This design comes from an exercise in tuning for small area, a short achievable clock period and few clock cycles on the open sky130 flow, not from production work. Function was checked by simulation only, so behaviour that the tests miss may differ from the original. Power figures rest on the tool's default switching activity, not on a simulated workload.

## the reference run
## lin_input_ctrl_top
module lin_input_ctrl_top (
    input  logic                ACLK,
    input  logic                ARESETn,
    output lin_pkg::axi_id_t    axi_arid,
    output lin_pkg::addr_t      axi_araddr,
    output lin_pkg::burst_len_t axi_arlen,
    output logic [2:0]          axi_arsize,
    output logic [1:0]          axi_arburst,
    output logic                axi_arvalid,
    input  logic                axi_arready,
    input  lin_pkg::data_t      axi_rdata,
    input  logic                axi_rlast,
    input  logic                axi_rvalid,
    output logic                axi_rready,
    input  logic                out_bias_ready,
    output logic                out_bias_valid,
    output lin_pkg::data_t      out_bias_data,
    output logic                out_bias_last,
    input  logic                out_ready,
    output logic                out_valid,
    output lin_pkg::data_t      out_data,
    output logic                out_last,     
    input  logic                linear_init,
    output logic                linear_ready,
    input  logic                bias_go,
    output logic                bias_done,
    input  lin_pkg::addr_t      bias_address,
    input  lin_pkg::cnt_t       bias_size,
    input  lin_pkg::cnt_t       output_size,
    input  logic                input_go,
    output logic                input_done,
    input  lin_pkg::addr_t      input_address,
    input  lin_pkg::cnt_t       input_size,
    input  lin_pkg::cnt_t       input_num,
    input  lin_pkg::burst_len_t input_leng
);
export LEC_CHECK = 0
export CAP_MARGIN = 20
export CORE_MARGIN = 2
export CORE_UTILIZATION = 40
export SETUP_SLACK_MARGIN = 3.0
export SLEW_MARGIN = 20
create_clock -name core_clock -period 5.5 [get_ports {ACLK}]
standard.sh (not shown) runs the stock make flow with config.mk's settings and CLKGATE_MAP_FILE= SYNTH_SCRIPT=/design/flow/synth_recipe.tcl, a recipe that flattens the netlist after the stock synthesis.
==> flow/flow/run.sh <==
#!/bin/bash
# Standard layout, except that the port buffers are buf_2 cells instead of
# the default clkdlybuf4s50_1. The make output goes to flow_make.log here;
# ORFS keeps each step's own log under orfs/logs/.
set -euo pipefail
export BUFFER_PORTS_ARGS="-buffer_cell sky130_fd_sc_hd__buf_2"
bash standard.sh > flow_make.log 2>&1
Testbench counts of the reference run, summed over its fixed seeds: cycles 25,720.
Modified inputs, the trial run compared to the reference run
Settings: TNS_END_PERCENT: unset -> 10.
[summary]
- [compare] base=the reference run new=the trial run: part of the cycle the worst path needs rose by 0.25 points; peak ir drop on the vdd network now larger; post-cts gate resize count now smaller; critical path depth shrank by 4; switching fraction of total power saw a decrease.
- The trial run has less setup slack than the reference run.
- Combinational share of power: the reference run and the trial run compared, lower one is the trial run

* * *

## main
lin_input_ctrl_top, a different RTL version from the one above (not shown whole).
Size: ~3700 cells after synthesis, about 1300 flip-flops, roughly 300 I/O pins.
==> flow/config.mk <==
export PLATFORM = sky130hd
export DESIGN_NAME = lin_input_ctrl_top
export DESIGN_NICKNAME = lin_input_ctrl_top
export VERILOG_FILES = /design/flow/design.v
export SDC_FILE = /design/flow/constraint.sdc
export NUM_CORES = 4
export LEC_CHECK = 0
export CAP_MARGIN = 20
export CORE_MARGIN = 2
export CORE_UTILIZATION = 40
export CTS_BUF_LIST = sky130_fd_sc_hd__clkbuf_8 sky130_fd_sc_hd__clkbuf_16
export SETUP_SLACK_MARGIN = 3.0
export SLEW_MARGIN = 20
export TNS_END_PERCENT = 10
==> flow/constraint.sdc <==
create_clock -name core_clock -period 5.5 [get_ports {ACLK}]
set_input_delay 1.1000 -clock core_clock [delete_from_list [all_inputs] [get_ports {ACLK}]]
set_output_delay 1.1000 -clock core_clock [all_outputs]
set_load 0.01 [all_outputs]
Scripts as last shown in full above: flow/flow/run.sh
Testbench counts of main, summed over its fixed seeds: cycles 25,720.
## Diff of input files: the feature branch against main
# main
export LEC_CHECK = 0
export CAP_MARGIN = 20
export CORE_MARGIN = 2
export CORE_UTILIZATION = 40
export CTS_BUF_LIST = sky130_fd_sc_hd__clkbuf_8 sky130_fd_sc_hd__clkbuf_16
export SETUP_SLACK_MARGIN = 3.0
export SLEW_MARGIN = 20
export TNS_END_PERCENT = 10
create_clock -name core_clock -period 5.5 [get_ports {ACLK}]
# the feature branch
export LEC_CHECK = 0
export CAP_MARGIN = 20
export CORE_MARGIN = 2
export CORE_UTILIZATION = 40
export SETUP_SLACK_MARGIN = 3.0
export SLEW_MARGIN = 20
export TNS_END_PERCENT = 10
create_clock -name core_clock -period 5.5 [get_ports {ACLK}]
[summary]
Looking at period utilization, the feature branch sits 0.28 points above main.
main → the feature branch: transition time at the pin with the least slew margin +0.042 ns, final non-filler cell area +0.40%, proportion of power drawn by the clock network +0.2 points.
Total chip power: the feature branch vs main, no meaningful difference

* * *

Another version of the RTL of lin_input_ctrl_top (not shown whole).
For scale: ~300 I/O pins, ~0.053 mm^2 of cells after synthesis.
==> flow/config.mk <==
export PLATFORM = sky130hd
export DESIGN_NAME = lin_input_ctrl_top
export DESIGN_NICKNAME = lin_input_ctrl_top
export VERILOG_FILES = /design/flow/design.v
export SDC_FILE = /design/flow/constraint.sdc
export NUM_CORES = 4
export LEC_CHECK = 0
export CAP_MARGIN = 20
export CORE_MARGIN = 2
export CORE_UTILIZATION = 40
export SETUP_SLACK_MARGIN = 3.3
export SLEW_MARGIN = 20
export TNS_END_PERCENT = 10
==> flow/constraint.sdc <==
create_clock -name core_clock -period 5.5 [get_ports {ACLK}]
set_input_delay 1.1000 -clock core_clock [delete_from_list [all_inputs] [get_ports {ACLK}]]
set_output_delay 1.1000 -clock core_clock [all_outputs]
set_load 0.01 [all_outputs]
Scripts as last shown in full above: flow/flow/run.sh
Testbench counts at the start, summed over its fixed seeds: cycles 25,720.
Edit:
- SETUP_SLACK_MARGIN: 3.3 -> 3.0
Hold slack is worse by 0.0035 ns. Clock-buffer cell count falls by 3. Synthesized cell count stays the same. Die area stays the same. Fmax falls slightly. Total power falls by a few percent.

==> what the ideal ports hide <==
The flow's constraints put no driver on any port. The routed layouts listed below were extracted and timed again, unchanged, in two steps. Step 1 sets driving cells, clkbuf_16 on the clock port and buf_2 on the other inputs (assumed; they add their load-dependent delay and slew). Step 2 times the ports against the registers' clock, not the clock port: input delays grow and output delays shrink by t, the midpoint of the rising clock arrivals with the driver on. Slacks: ideal / step 1 / step 2; pairs: ideal / step 1.
| run | t, ns | setup slack, ns | worst data-port slew with drivers (ns) | cell pins on the clock port's net |
|---|---|---|---|---|
| the reference run | 0.847 | 2.637 / 2.637 / 1.970 | 0.14 | 1 |
| the trial run | 0.843 | 2.623 / 2.623 / 1.953 | 0.14 | 1 |
| main | 0.854 | 2.350 / 2.350 / 1.715 | 0.14 | 1 |
| the feature branch | 0.850 | 2.335 / 2.335 / 1.727 | 0.13 | 1 |
| the first run of note 3 | 0.856 | 2.570 / 2.570 / 1.744 | 0.17 | 1 |
| the second run of note 3 | 0.859 | 2.553 / 2.560 / 1.734 | 0.11 | 1 |
After both steps setup and hold are still met in every run listed. For the first run of note 3, which loses most, drivers alone change the setup slack by 0.000 ns; drivers and shift together by -0.826 ns.
